What follows belongs to an exercise in optimizing a design on an open flow for small area, a short achievable clock period and few clock cycles per item; a production flow would make more cautious choices.
In this exercise RTL edits were held to simulation tests only and were not proved equivalent to the original.

## lane 2
// idct8_top
module idct8_top #(
        parameter int ROUND_SHIFT = 7
) (
        input  logic                    clk,
        input  logic                    reset,
        input  logic                    in_req,
        input  idct_pkg::coef_vec_t     coef,
        input  logic                    out_ack,
        output logic                    in_ack,
        output logic                    out_req,
        output idct_pkg::sample_vec_t   samples
);
Size in the first run: ~1500 cells after synthesis, roughly 510 flip-flops, about 23000 um^2 of cells after synthesis.
clock: 9.0 ns
lec_check: 0
cap_margin: 20
core_margin: 2
core_utilization: 60
setup_slack_margin: 5
slew_margin: 20
synth_hierarchical: 1
synth_minimum_keep_size: 0
standard.sh (not shown) runs the stock make flow with config.mk's settings and CLKGATE_MAP_FILE= SYNTH_SCRIPT=/design/flow/synth_recipe.tcl, a recipe that flattens the netlist after the stock synthesis.
==> flow/flow/run.sh <==
#!/bin/bash
# The standard layout (standard.sh, unchanged synthesis), with plain buf_1 cells as the
# input and output port buffers, and timing repair aiming 6.0 ns of slack at the 9 ns constraint
set -euo pipefail
bash standard.sh "BUFFER_PORTS_ARGS=-buffer_cell sky130_fd_sc_hd__buf_1" SETUP_SLACK_MARGIN=6.0 finish > standard.log 2>&1
Lane 2: no failed stages, no open violations at the end
Testbench counts of lane 2, summed over its fixed seeds: cycles 9,632, items 2,400.
Inputs modified between lane 2 and lane 5:
--- a/flow/config.mk
+++ b/flow/config.mk
@@ -9,4 +9,7 @@
 export CORE_MARGIN = 2
 export CORE_UTILIZATION = 60
+export CTS_BUF_LIST = sky130_fd_sc_hd__clkbuf_8
+export CTS_CLUSTER_DIAMETER = 50
+export CTS_CLUSTER_SIZE = 16
 export SETUP_SLACK_MARGIN = 5
 export SLEW_MARGIN = 20
## What came out
- When the final numbers for lane 5 and lane 2 were put side by side, the maximum single-stage delay on the critical path turned out to be greater in lane 5.
- Diff lane 2 -> lane 5: met2 wire length went down by 250 um, detailed route wirelength on metal3 was more or less identical, number of signal-net buffers in the layout went up by about 1%, minimum clock period went up by 0.040 ns, met1 layer usage reported by global route was more or less identical.
- The sequential share of layout area of lane 5 is higher than that of lane 2.

---

Setup of violet:
idct8_top again, from the RTL that the note above started with.
clock: 9.0 ns
lec_check: 0
cap_margin: 20
core_margin: 2
core_utilization: 60
cts_cluster_diameter: 70
cts_cluster_size: 26
setup_slack_margin: 5
slew_margin: 20
synth_hierarchical: 1
synth_minimum_keep_size: 0
==> flow/flow/run.sh <==
#!/bin/bash
set -euo pipefail
bash standard.sh "BUFFER_PORTS_ARGS=-buffer_cell sky130_fd_sc_hd__buf_1" SETUP_SLACK_MARGIN=6.0 finish > standard.log 2>&1
Testbench counts of violet, summed over its fixed seeds: cycles 9,632, items 2,400.
Inputs modified between violet and garnet:
# violet
export LEC_CHECK = 0
export CAP_MARGIN = 20
export CORE_MARGIN = 2
export CORE_UTILIZATION = 60
export CTS_CLUSTER_DIAMETER = 70
export CTS_CLUSTER_SIZE = 26
export SETUP_SLACK_MARGIN = 5
export SLEW_MARGIN = 20
export SYNTH_HIERARCHICAL = 1
export SYNTH_MINIMUM_KEEP_SIZE = 0
create_clock -name core_clock -period 9.0 [get_ports {clk}]
# garnet
export LEC_CHECK = 0
export CAP_MARGIN = 20
export CORE_MARGIN = 2
export CORE_UTILIZATION = 50
export CTS_CLUSTER_DIAMETER = 70
export CTS_CLUSTER_SIZE = 26
export SETUP_SLACK_MARGIN = 5
export SLEW_MARGIN = 20
export SYNTH_HIERARCHICAL = 1
export SYNTH_MINIMUM_KEEP_SIZE = 0
create_clock -name core_clock -period 9.0 [get_ports {clk}]
==> flow/flow/run.sh <==
#!/bin/bash
# The standard layout (standard.sh, unchanged synthesis), with plain buf_1 cells as the
# input and output port buffers, and timing repair aiming 6.0 ns of slack at the 9 ns constraint
set -euo pipefail
bash standard.sh "BUFFER_PORTS_ARGS=-buffer_cell sky130_fd_sc_hd__buf_1" SETUP_SLACK_MARGIN=6.0 finish > standard.log 2>&1
## What came out
- garnet completed end to end with timing, DRC and antenna clean.
- garnet vs violet, sequential share of layout area went down by 0.40 points.
- Compared with violet, in garnet wire length now larger, placeable core area now larger, maximum fanout count along the critical path comparable.
Relative to garnet, the following input files were edited for lagoon:
# garnet
export LEC_CHECK = 0
export CAP_MARGIN = 20
export CORE_MARGIN = 2
export CORE_UTILIZATION = 50
export CTS_CLUSTER_DIAMETER = 70
export CTS_CLUSTER_SIZE = 26
export SETUP_SLACK_MARGIN = 5
export SLEW_MARGIN = 20
export SYNTH_HIERARCHICAL = 1
export SYNTH_MINIMUM_KEEP_SIZE = 0
create_clock -name core_clock -period 9.0 [get_ports {clk}]
# lagoon
export LEC_CHECK = 0
export CAP_MARGIN = 20
export CORE_MARGIN = 2
export CORE_UTILIZATION = 60
export CTS_CLUSTER_DIAMETER = 60
export CTS_CLUSTER_SIZE = 24
export SETUP_SLACK_MARGIN = 5
export SLEW_MARGIN = 20
export SYNTH_HIERARCHICAL = 1
export SYNTH_MINIMUM_KEEP_SIZE = 0
create_clock -name core_clock -period 9.0 [get_ports {clk}]
### Flow results
Delta (lagoon minus garnet): placement-stage cell area went down, die outline width went down, clock tree buffer count of the final layout went up. The run showing the smaller clock latency of the later-clocked register in the worst-skew pair is lagoon. In the reports for garnet and lagoon, the smaller final critical-path required period belongs to lagoon. Delta (lagoon minus garnet): setup slack grew by 0.014 ns. Going from garnet to lagoon, number of antenna violations at the first check in global routing shrinks by 2.
For tundra, these inputs were changed with respect to lagoon:
# lagoon
export LEC_CHECK = 0
export CAP_MARGIN = 20
export CORE_MARGIN = 2
export CORE_UTILIZATION = 60
export CTS_CLUSTER_DIAMETER = 60
export CTS_CLUSTER_SIZE = 24
export SETUP_SLACK_MARGIN = 5
export SLEW_MARGIN = 20
export SYNTH_HIERARCHICAL = 1
export SYNTH_MINIMUM_KEEP_SIZE = 0
create_clock -name core_clock -period 9.0 [get_ports {clk}]
# tundra
export LEC_CHECK = 0
export CAP_MARGIN = 20
export CORE_MARGIN = 2
export CORE_UTILIZATION = 60
export CTS_CLUSTER_DIAMETER = 70
export CTS_CLUSTER_SIZE = 26
export SETUP_SLACK_MARGIN = 5
export SLEW_MARGIN = 20
export SYNTH_HIERARCHICAL = 1
export SYNTH_MINIMUM_KEEP_SIZE = 0
create_clock -name core_clock -period 9.0 [get_ports {clk}]
==> flow/flow/run.sh <==
#!/bin/bash
set -euo pipefail
bash standard.sh "BUFFER_PORTS_ARGS=-buffer_cell sky130_fd_sc_hd__buf_2" SETUP_SLACK_MARGIN=6.0 finish > standard.log 2>&1
| worst slack after detailed placement | tundra vs lagoon | 0.11 ns higher |
Flip-flop and latch count: lagoon vs tundra identical
Compared tundra vs lagoon, and clock insertion delay at the later pin of the skew report is up in tundra.
Summary of the comparison: core utilization is higher in tundra, relative to lagoon.
Overall routed net length delta (lagoon -> tundra): insignificant

==> port drivers added, routing unchanged <==
Ports are ideal in the flow. The routed layouts listed here were re-timed in OpenROAD. Step 1 sets driving cells, clkbuf_16 on the clock port and buf_2 on the other inputs (assumed; they add their load-dependent delay and slew). Step 2 times the ports against the registers' clock, not the clock port: input delays grow and output delays shrink by t, the midpoint of the rising clock arrivals with the driver on. a / b / c = ideal / step 1 / step 2; a / b = the first two.
run	t, ns	setup WS [ns]	worst register clock-pin slew, ns	cell pins on the clock port's net
lane 2	0.627	6.066 / 6.030 / 5.475	0.06 / 0.06	1
lane 5	0.672	6.027 / 5.975 / 5.414	0.10 / 0.10	1
violet	0.645	6.055 / 5.997 / 5.483	0.10 / 0.10	1
garnet	0.657	6.042 / 5.987 / 5.421	0.10 / 0.10	1
lagoon	0.607	6.056 / 6.038 / 5.487	0.09 / 0.09	1
tundra	0.659	6.048 / 5.989 / 5.562	0.10 / 0.10	1
After both steps setup and hold are still met in every run listed. For garnet, which loses most, drivers alone change the setup slack by -0.055 ns; drivers and shift together by -0.621 ns.
